From an optimization exercise on the open Yosys and OpenROAD flow, aimed at small area; shortcuts taken in it are not production practice. The RTL was checked by simulation tests, not by an equivalence proof against the original design. Power figures rest on the tool's default switching activity, not on a simulated workload.

### design.v
package mc_dp_pkg;
  localparam logic [3:0] ALU_ADD  = 4'd0;
  localparam logic [3:0] ALU_SUB  = 4'd1;
  localparam logic [3:0] ALU_AND  = 4'd2;
  localparam logic [3:0] ALU_OR   = 4'd3;
  localparam logic [3:0] ALU_XOR  = 4'd4;
  localparam logic [3:0] ALU_NOR  = 4'd5;
  localparam logic [3:0] ALU_SLT  = 4'd6;
  localparam logic [3:0] ALU_SLTU = 4'd7;
  localparam logic [3:0] ALU_SLL  = 4'd8;
  localparam logic [3:0] ALU_SRL  = 4'd9;
  localparam logic [3:0] ALU_SRA  = 4'd10;
  localparam logic [1:0] NPC_PC4 = 2'b00;
  localparam logic [1:0] NPC_BR  = 2'b01;
  localparam logic [1:0] NPC_J   = 2'b10;
  localparam logic [1:0] NPC_JR  = 2'b11;
  localparam logic [1:0] EXT_ZERO = 2'b00;
  localparam logic [1:0] EXT_SIGN = 2'b01;
  localparam logic [1:0] EXT_LUI  = 2'b10;
  localparam logic [1:0] D_ALU = 2'b00;
  localparam logic [1:0] D_MDR = 2'b01;
  localparam logic [1:0] D_PC  = 2'b10;
  localparam logic [1:0] R_RT   = 2'b00;
  localparam logic [1:0] R_RD   = 2'b01;
  localparam logic [1:0] R_LINK = 2'b10;
  typedef enum logic [1:0] {
    MS_IDLE = 2'd0,
    MS_REQ  = 2'd1,
    MS_DONE = 2'd2
  } mem_state_t;
  localparam int OP_HI    = 31;
  localparam int OP_LO    = 26;
  localparam int RS_LO    = 21;
  localparam int RT_LO    = 16;
  localparam int RD_LO    = 11;
  localparam int SH_HI    = 10;
  localparam int SH_LO    = 6;
  localparam int FUNCT_HI = 5;
  localparam int FUNCT_LO = 0;
  localparam int IMM_HI   = 15;
  localparam int IMM_LO   = 0;
  localparam int JT_HI    = 25;
  typedef struct packed {
    logic [5:0] op;
    logic [4:0] rs;
    logic [4:0] rt;
    logic [15:0] imm;
  } itype_t;
endpackage
import mc_dp_pkg::*;
module mc_dp_alu
#(
  parameter int XLEN = 32,
  parameter int SHW  = $clog2(XLEN)
) (
  input  logic [3:0]      op,
  input  logic [XLEN-1:0] a,
  input  logic [XLEN-1:0] b,
  input  logic [SHW-1:0]  shamt,
  output logic [XLEN-1:0] y,
  output logic            zero
);
  always_comb begin
    y = '0;
    case (op)
      ALU_ADD:  y = a + b;
      ALU_SUB:  y = a - b;
      ALU_AND:  y = a & b;
      ALU_OR:   y = a | b;
      ALU_XOR:  y = a ^ b;
      ALU_NOR:  y = ~(a | b);
      ALU_SLT:  y = {{(XLEN-1){1'b0}}, $signed(a) < $signed(b)};
      ALU_SLTU: y = {{(XLEN-1){1'b0}}, a < b};
      ALU_SLL:  y = b << shamt;
      ALU_SRL:  y = b >> shamt;
      ALU_SRA:  y = $signed(b) >>> shamt;
      default:  y = '0;
    endcase
  end
  assign zero = (y == '0);
endmodule
module mc_dp_rf #(
  parameter int XLEN = 32,
  parameter int NREG = 32,
  parameter int AW   = $clog2(NREG)
) (
  input  logic            clk,
  input  logic            rst,
  input  logic            we,
  input  logic [AW-1:0]   waddr,
  input  logic [XLEN-1:0] wdata,
  input  logic [AW-1:0]   raddr1,
  input  logic [AW-1:0]   raddr2,
  output logic [XLEN-1:0] rdata1,
  output logic [XLEN-1:0] rdata2
);
  logic [XLEN-1:0] regs [NREG];
  always_ff @(posedge clk) begin
    if (rst) begin
      for (int i = 0; i < NREG; i++) regs[i] <= '0;
    end else if (we && (waddr != '0)) begin
      regs[waddr] <= wdata;
    end
  end
  assign rdata1 = (raddr1 == '0) ? '0 : regs[raddr1];
  assign rdata2 = (raddr2 == '0) ? '0 : regs[raddr2];
endmodule
import mc_dp_pkg::*;
module mc_dp_memif
#(
  parameter int XLEN = 32
) (
  input  logic            clk,
  input  logic            rst,
  input  logic            rd,
  input  logic            wr,
  input  logic            src,
  input  logic [XLEN-1:0] pc,
  input  logic [XLEN-1:0] alu_out,
  input  logic [XLEN-1:0] store,
  input  logic            ack,
  input  logic [XLEN-1:0] rdata,
  output logic            req,
  output logic            we,
  output logic [XLEN-1:0] addr,
  output logic [XLEN-1:0] wdata,
  output logic            busy,
  output logic            done,
  output logic [XLEN-1:0] mdr
);
  mc_dp_pkg::mem_state_t state;
  logic [XLEN-1:0] addr_sel;
  logic            start;
  logic            skip;
  assign addr_sel = src ? alu_out : pc;
  assign start    = (state == MS_IDLE) && (rd || wr);
  assign skip = 1'b0;
  always_ff @(posedge clk) begin
    if (rst) begin
      state <= MS_IDLE;
      req   <= 1'b0;
      we    <= 1'b0;
      addr  <= '0;
      wdata <= '0;
      busy  <= 1'b0;
      done  <= 1'b0;
      mdr   <= '0;
    end else begin
      done <= 1'b0;
      case (state)
        MS_IDLE: begin
          if (start) begin
            addr  <= addr_sel;
            wdata <= store;
            we    <= wr;    
            busy  <= 1'b1;
            if (skip) begin
              state <= MS_DONE;
              done  <= 1'b1;
            end else begin
              state <= MS_REQ;
              req   <= 1'b1;
            end
          end
        end
        MS_REQ: begin
          if (ack) begin
            req   <= 1'b0;
            done  <= 1'b1;
            state <= MS_DONE;
            if (!we) mdr <= rdata;
          end
        end
        MS_DONE: begin
          busy  <= 1'b0;
          state <= MS_IDLE;
        end
        default: begin
          req   <= 1'b0;
          busy  <= 1'b0;
          state <= MS_IDLE;
        end
      endcase
    end
  end
endmodule
import mc_dp_pkg::*;
module mc_datapath_hs
#(
  parameter int          XLEN     = 32,
  parameter int          NREG     = 32,
  parameter logic [31:0] PC_RESET = 32'h0000_3000
) (
  input  logic            clk,
  input  logic            rst,
  input  logic            pc_wr,
  input  logic            ir_wr,
  input  logic            rf_wr,
  input  logic [1:0]      npc_op,
  input  logic [3:0]      alu_op,
  input  logic [1:0]      ext_op,
  input  logic            b_sel,
  input  logic [1:0]      d_sel,
  input  logic [1:0]      r_sel,
  input  logic            mem_rd,
  input  logic            mem_wr,
  input  logic            mem_src,
  output logic            mem_req_o,
  output logic            mem_we_o,
  output logic [XLEN-1:0] mem_addr_o,
  output logic [XLEN-1:0] mem_wdata_o,
  input  logic            mem_ack_i,
  input  logic [XLEN-1:0] mem_rdata_i,
  output logic            mem_busy,
  output logic            mem_done,
  output logic [5:0]      op,
  output logic [5:0]      funct,
  output logic            zero,
  output logic [XLEN-1:0] pc_o
);
  localparam int AW  = $clog2(NREG);
  localparam int SHW = $clog2(XLEN);
  logic [XLEN-1:0] pc_q, a_q, b_q, alu_out_q;
  logic [31:0]     ir_q;
  logic [XLEN-1:0] mdr;
  logic [XLEN-1:0] npc, pc_plus4, imm_ext, br_off;
  logic [XLEN-1:0] alu_b, alu_y;
  logic [XLEN-1:0] rf_rd1, rf_rd2, rf_wdata;
  logic [AW-1:0]   rf_waddr;
  logic [15:0]     imm16;
  assign imm16 = ir_q[IMM_HI:IMM_LO];
  assign op    = ir_q[OP_HI:OP_LO];
  assign funct = ir_q[FUNCT_HI:FUNCT_LO];
  assign pc_o  = pc_q;
  always_comb begin
    imm_ext = XLEN'(imm16);
    case (ext_op)
      EXT_SIGN: imm_ext = XLEN'($signed(imm16));
      EXT_LUI:  imm_ext = XLEN'($signed({imm16, 16'h0000}));
      default:  imm_ext = XLEN'(imm16);
    endcase
  end
  assign pc_plus4 = pc_q + XLEN'(4);
  assign br_off   = XLEN'($signed({imm16, 2'b00}));
  always_comb begin
    npc = pc_plus4;
    case (npc_op)
      NPC_BR:  npc = pc_plus4 + br_off;
      NPC_J:   npc = {pc_q[XLEN-1:28], ir_q[JT_HI:0], 2'b00};
      NPC_JR:  npc = a_q;
      default: npc = pc_plus4;
    endcase
  end
  always_comb begin
    rf_waddr = ir_q[RT_LO +: AW];
    case (r_sel)
      R_RD:    rf_waddr = ir_q[RD_LO +: AW];
      R_LINK:  rf_waddr = AW'(NREG - 1);
      default: rf_waddr = ir_q[RT_LO +: AW];
    endcase
  end
  always_comb begin
    rf_wdata = alu_out_q;
    case (d_sel)
      D_MDR:   rf_wdata = mdr;
      D_PC:    rf_wdata = pc_q;
      default: rf_wdata = alu_out_q;
    endcase
  end
  assign alu_b = b_sel ? imm_ext : b_q;
  mc_dp_rf #(
    .XLEN (XLEN),
    .NREG (NREG)
  ) u_rf (
    .clk    (clk),
    .rst    (rst),
    .we     (rf_wr),
    .waddr  (rf_waddr),
    .wdata  (rf_wdata),
    .raddr1 (ir_q[RS_LO +: AW]),
    .raddr2 (ir_q[RT_LO +: AW]),
    .rdata1 (rf_rd1),
    .rdata2 (rf_rd2)
  );
  mc_dp_alu #(
    .XLEN (XLEN)
  ) u_alu (
    .op    (alu_op),
    .a     (a_q),
    .b     (alu_b),
    .shamt (SHW'(ir_q[SH_HI:SH_LO])),
    .y     (alu_y),
    .zero  (zero)
  );
  mc_dp_memif #(
    .XLEN (XLEN)
  ) u_memif (
    .clk     (clk),
    .rst     (rst),
    .rd      (mem_rd),
    .wr      (mem_wr),
    .src     (mem_src),
    .pc      (pc_q),
    .alu_out (alu_out_q),
    .store   (b_q),
    .ack     (mem_ack_i),
    .rdata   (mem_rdata_i),
    .req     (mem_req_o),
    .we      (mem_we_o),
    .addr    (mem_addr_o),
    .wdata   (mem_wdata_o),
    .busy    (mem_busy),
    .done    (mem_done),
    .mdr     (mdr)
  );
  always_ff @(posedge clk) begin
    if (rst) begin
      pc_q      <= XLEN'(PC_RESET);
      ir_q      <= '0;
      a_q       <= '0;
      b_q       <= '0;
      alu_out_q <= '0;
    end else begin
      if (pc_wr) pc_q <= npc;
      if (ir_wr) ir_q <= mdr[31:0];
      a_q       <= rf_rd1;
      b_q       <= rf_rd2;
      alu_out_q <= alu_y;
    end
  end
endmodule
### run.sh
#!/bin/bash
# synth_recipe.tcl (not shown) runs the flow's synth.tcl, then flattens the netlist and writes it again
# the make line also repeats each setting of config.mk as NAME=value (left out here)
make -C /OpenROAD-flow-scripts/flow DESIGN_CONFIG=/design/flow/config.mk WORK_HOME=/design/flow/orfs CLKGATE_MAP_FILE= SYNTH_SCRIPT=/design/flow/synth_recipe.tcl finish
### config.mk
export PLATFORM = sky130hd
export DESIGN_NAME = mc_datapath_hs
export DESIGN_NICKNAME = mc_datapath_hs
export VERILOG_FILES = /design/flow/design.v
export SDC_FILE = /design/flow/constraint.sdc
export NUM_CORES = 4
export LEC_CHECK = 0
export CAP_MARGIN = 20
export CORE_MARGIN = 2
export CORE_UTILIZATION = 40
export SLEW_MARGIN = 20
### constraint.sdc
create_clock -name core_clock -period 8.5 [get_ports {clk}]
set_input_delay 1.7000 -clock core_clock [delete_from_list [all_inputs] [get_ports {clk}]]
set_output_delay 1.7000 -clock core_clock [all_outputs]
set_load 0.01 [all_outputs]
==> results by group <==
Outcome
  – Outcome: no timing/DRC/antenna violations

Clock tree
  – Clock root cell: clkbuf_16
  – CTS max path bufs: 3
  – CTS tree: yes
  – H-Tree Depth: 4
  – Clock Sinks: 1,286
  – Worst-path clk slew: about 60 ps
  – Num CTS Buffers: roughly 140
  – CTS Hold Buffers Added: 0
  – Clock insertion delay at the later pin of the skew report: 800 ps

GRT
  – All-Layer GR Usage: 0.330
  – Largest net degree at the start of global routing: 95
  – Grt ovf: 0
  – Number of global-route vias before repair: roughly 60,000
  – Initial antenna violation count: 17
  – First-pass GRT wire length: ~450,000 um

Setup path
  – Worst EP arrival: about 6600 ps
  – Critical Path RT: between 6000 and 7000 ps
  – CP Max Fanout: 23
  – CP Launch Type: input port
  – Critical path capture point type: output port
  – Critical path class: input port to output port

Final layout
  – Most frequent cells in the layout: nor2_1, edfxtp_1, buf_4, mux4_2, nand2_1
  – Final Instance Area: 87,500 um2
  – Most common cell after layout, fill and taps aside: nor2_1
  – Syn-to-layout area delta: 17.3%
  – Share of cells above drive strength 1: 0.244
  – Nets: slightly above 7,000
  – Fin util: 0.472

Yosys
  – Yosys warnings: 4
  – Avg Inst Size Synth: around 11 um2
  – Ys async rst share: 0
  – Sequential area share after synthesis: 0.483
  – Synthesized flop and latch total: roughly 1,300
  – Ys flop type: edfxtp_1
  – Synthesized cell area: about 75,000 um2
  – Post-synth EDFFs: around 1,000
  – Synth unique cells: just over 100
  – Cells after Synth: ~6,500

Place
  – Count of buffers from port buffering: approximately 170
  – Detailed placer's ending HPWL: between 200,000 and 250,000 um
  – Gp weighted congestion: 1.09
  – Post-placement cell area: roughly 82,000 um2

Die
  – Die Height: between 400 and 500 um
  – Initial core utilization: 0.402
  – Die span in x: between 400 and 500 um
  – Io pins: approximately 170
  – Core area: about 190,000 um2
  – Rows: between 150 and 200
  – Die footprint: 190,000 um2

STA
  – Ratio of final minimum period to clock period: 0.976
  – Total negative slack: 0 ps
  – FMAX: roughly 0.12 GHz
  – Final setup violation count: 0
  – Final Skew: 30.1 ps
  – Pins Over Slew Limit: 0
  – Rel. slew slack: 0.194
  – Min cycle time layout: between 8000 and 9000 ps
  – Final hold vios: 0
  – Slew @ Worst Pin: 1210 ps

Route
  – Vias/cell: roughly 6.5
  – Wire length per cell: approximately 34 um
  – 1st-iter DRT viols: slightly above 8,000
  – Routed WL: approximately 320,000 um
  – DRT Pass-1 Iters: 9
  – Residual DRC: 0
  – Via count: between 60,000 and 70,000
  – Routed Antenna Nets: 0

Power and ir drop
  – Power Total: roughly 0.015 W
  – PwrDens: 175 nW/um2
  – Leakage power total: roughly 30 nW
  – Max VDD drop: between 0.2 and 0.25 mV

Min path
  – Hold crit path type: flop to flop

Run
  – Max-cap violations: 0
## final cells by class
type,instances,area [um2]
clock buffers,178,3750
fillers,16900,97900
well taps,2480,3100
diodes,10,25.0
inverters,134,504
clock inverters,72,734
flip-flops and latches,1286,36000
repair buffers,844,7030
multi-input cells,4466,36300
## metrics by stage
step	cells	hold slack [ps]	setup WS, ps
2_1_floorplan	6518	427	1010
3_3_place_gp	9193	447	-733
3_5_place_dp	9194	446	-784
4_1_cts	9447	453	86.9
5_1_grt	9461	471	-35.3
6_report	9470	454	200
## routing by layer
| layer | GRT usage | up-vias | routed length (um) |
|---|---|---|---|
| li1 | - | 25300 | - |
| met1 | 0.395 | 30800 | 112000 |
| met2 | 0.524 | 4070 | 147000 |
| met3 | 0.0743 | 1043 | 33900 |
| met4 | 0.243 | 10 | 28000 |
| met5 | 0 | - | 63 |
## timing repair
item	CTS	global route
setup endpoints to repair	1	1
pin swaps	11	23
gates cloned	0	0
gates resized for setup	35	28
buffers inserted	4	5
## power by group
group	total [W]	internal, W	leakage (nW)	switching [W]
clock network	0.00611	0.00347	2.20	0.00265
registers	0.00721	0.00701	12.7	0.000200
logic	0.00203	0.000784	14.7	0.00124
total	0.0153	0.0113	29.6	0.00409
## sequential cells by signal, indices dropped and copies added (netlist names)
register and flops:
a_q 32, alu_out_q 32, u_memif.we 1, u_memif.state 2, ir_q 32, u_rf.regs 1024, u_memif.req 1, pc_q 32
u_memif.done 1, u_memif.wdata 32, u_memif.addr 32, u_memif.mdr 32, b_q 32, u_memif.busy 1
## worst paths after layout
path	startpoint	to	slack, ps	cells past startpoint
setup / recovery	ext_op[1]	zero	200	22
hold / removal	u_memif.wdata[13]	u_memif.wdata[13]	450	2
setup reg to reg	pc_q[2]	pc_q[31]	2470	20
hold reg to reg	u_memif.wdata[13]	u_memif.wdata[13]	450	2
## critical path: stages
cell	delay, ps
dlygate4sd2_1	310
inv_1	80
ha_1	230
buf_8	230
o21a_1	180
a21o_1	140
inv_1	90
ha_1	410
inv_1	60
a21oi_1	230
o31ai_1	110
buf_4	160
a2111o_1	550
a31o_4	330
a2111o_1	380
buf_4	140
a21oi_1	190
a22oi_2	120
a311oi_2	290
and4_1	240
nor4bb_4	210
buf_2	180
## cell families (layout without fill, tap and decap cells)
| family | count (synthesis) | after routing | synth area share |
|---|---|---|---|
| mux | 936 | 936 | 0.216 |
| other cells | 1 | 42 | 0.0000503 |
| fa+ha+maj | 135 | 135 | 0.0230 |
| simple gates | 2093 | 2093 | 0.117 |
| flops | 1286 | 1286 | 0.483 |
| compound gates | 1206 | 1206 | 0.112 |
| buf+inv | 766 | 1228 | 0.0416 |
| xor+xnor | 64 | 64 | 0.00752 |
## synth_stat cells (all sizes together) (19+ instances only)
| library cell | n | area share |
|---|---|---|
| nand4 | 25 | 0.0021 |
| nand2 | 360 | 0.018 |
| buf | 147 | 0.010 |
| nor4 | 22 | 0.0020 |
| mux2 | 91 | 0.014 |
| nand3 | 76 | 0.0051 |
| nor3 | 89 | 0.0060 |
| mux4 | 530 | 0.16 |
| a211o | 38 | 0.0045 |
| mux2i | 315 | 0.042 |
| o31ai | 21 | 0.0021 |
| and2 | 25 | 0.0021 |
| o221ai | 61 | 0.0072 |
| nor2b | 28 | 0.0023 |
| xnor2 | 38 | 0.0045 |
| nor2 | 1351 | 0.068 |
| nand2b | 36 | 0.0031 |
| a22oi | 55 | 0.0057 |
| a2111oi | 19 | 0.0023 |
| inv | 129 | 0.0065 |
| a21oi | 317 | 0.021 |
| a221oi | 81 | 0.0098 |
| dfxtp | 262 | 0.070 |
| o21ai | 149 | 0.010 |
| o21a | 32 | 0.0032 |
| edfxtp | 1024 | 0.41 |
| a21o | 38 | 0.0038 |
| clkbuf | 485 | 0.024 |
| a22o | 19 | 0.0022 |
| ha | 132 | 0.022 |
| o22ai | 81 | 0.0068 |
| xor2 | 26 | 0.0031 |
| a31oi | 19 | 0.0016 |
| a211oi | 71 | 0.0072 |
| o211ai | 49 | 0.0053 |

## port drivers added, routing unchanged
Ports are ideal in the flow. The routed layout listed here was re-timed in OpenROAD. Step 1 sets driving cells, clkbuf_16 on the clock port and buf_2 on the other inputs (assumed; they add their load-dependent delay and slew). Step 2 times the ports against the registers' clock, not the clock port: input delays grow and output delays shrink by t, the midpoint of the rising clock arrivals with the driver on. a / b / c = ideal ports / drivers / drivers and shift; a / b = the first two.
t, ns: 0.857
setup slack, ns: 0.200 / 0.173 / 0.173
hold WS [ns]: 0.454 / 0.454 / 0.454
slew at the worst register clock pin (ns): 0.07 / 0.07
pins driven straight from the clock port: 1
After both steps this run still meets setup and hold. The setup slack of this run moves by -0.027 ns with the drivers and by -0.027 ns with both steps.
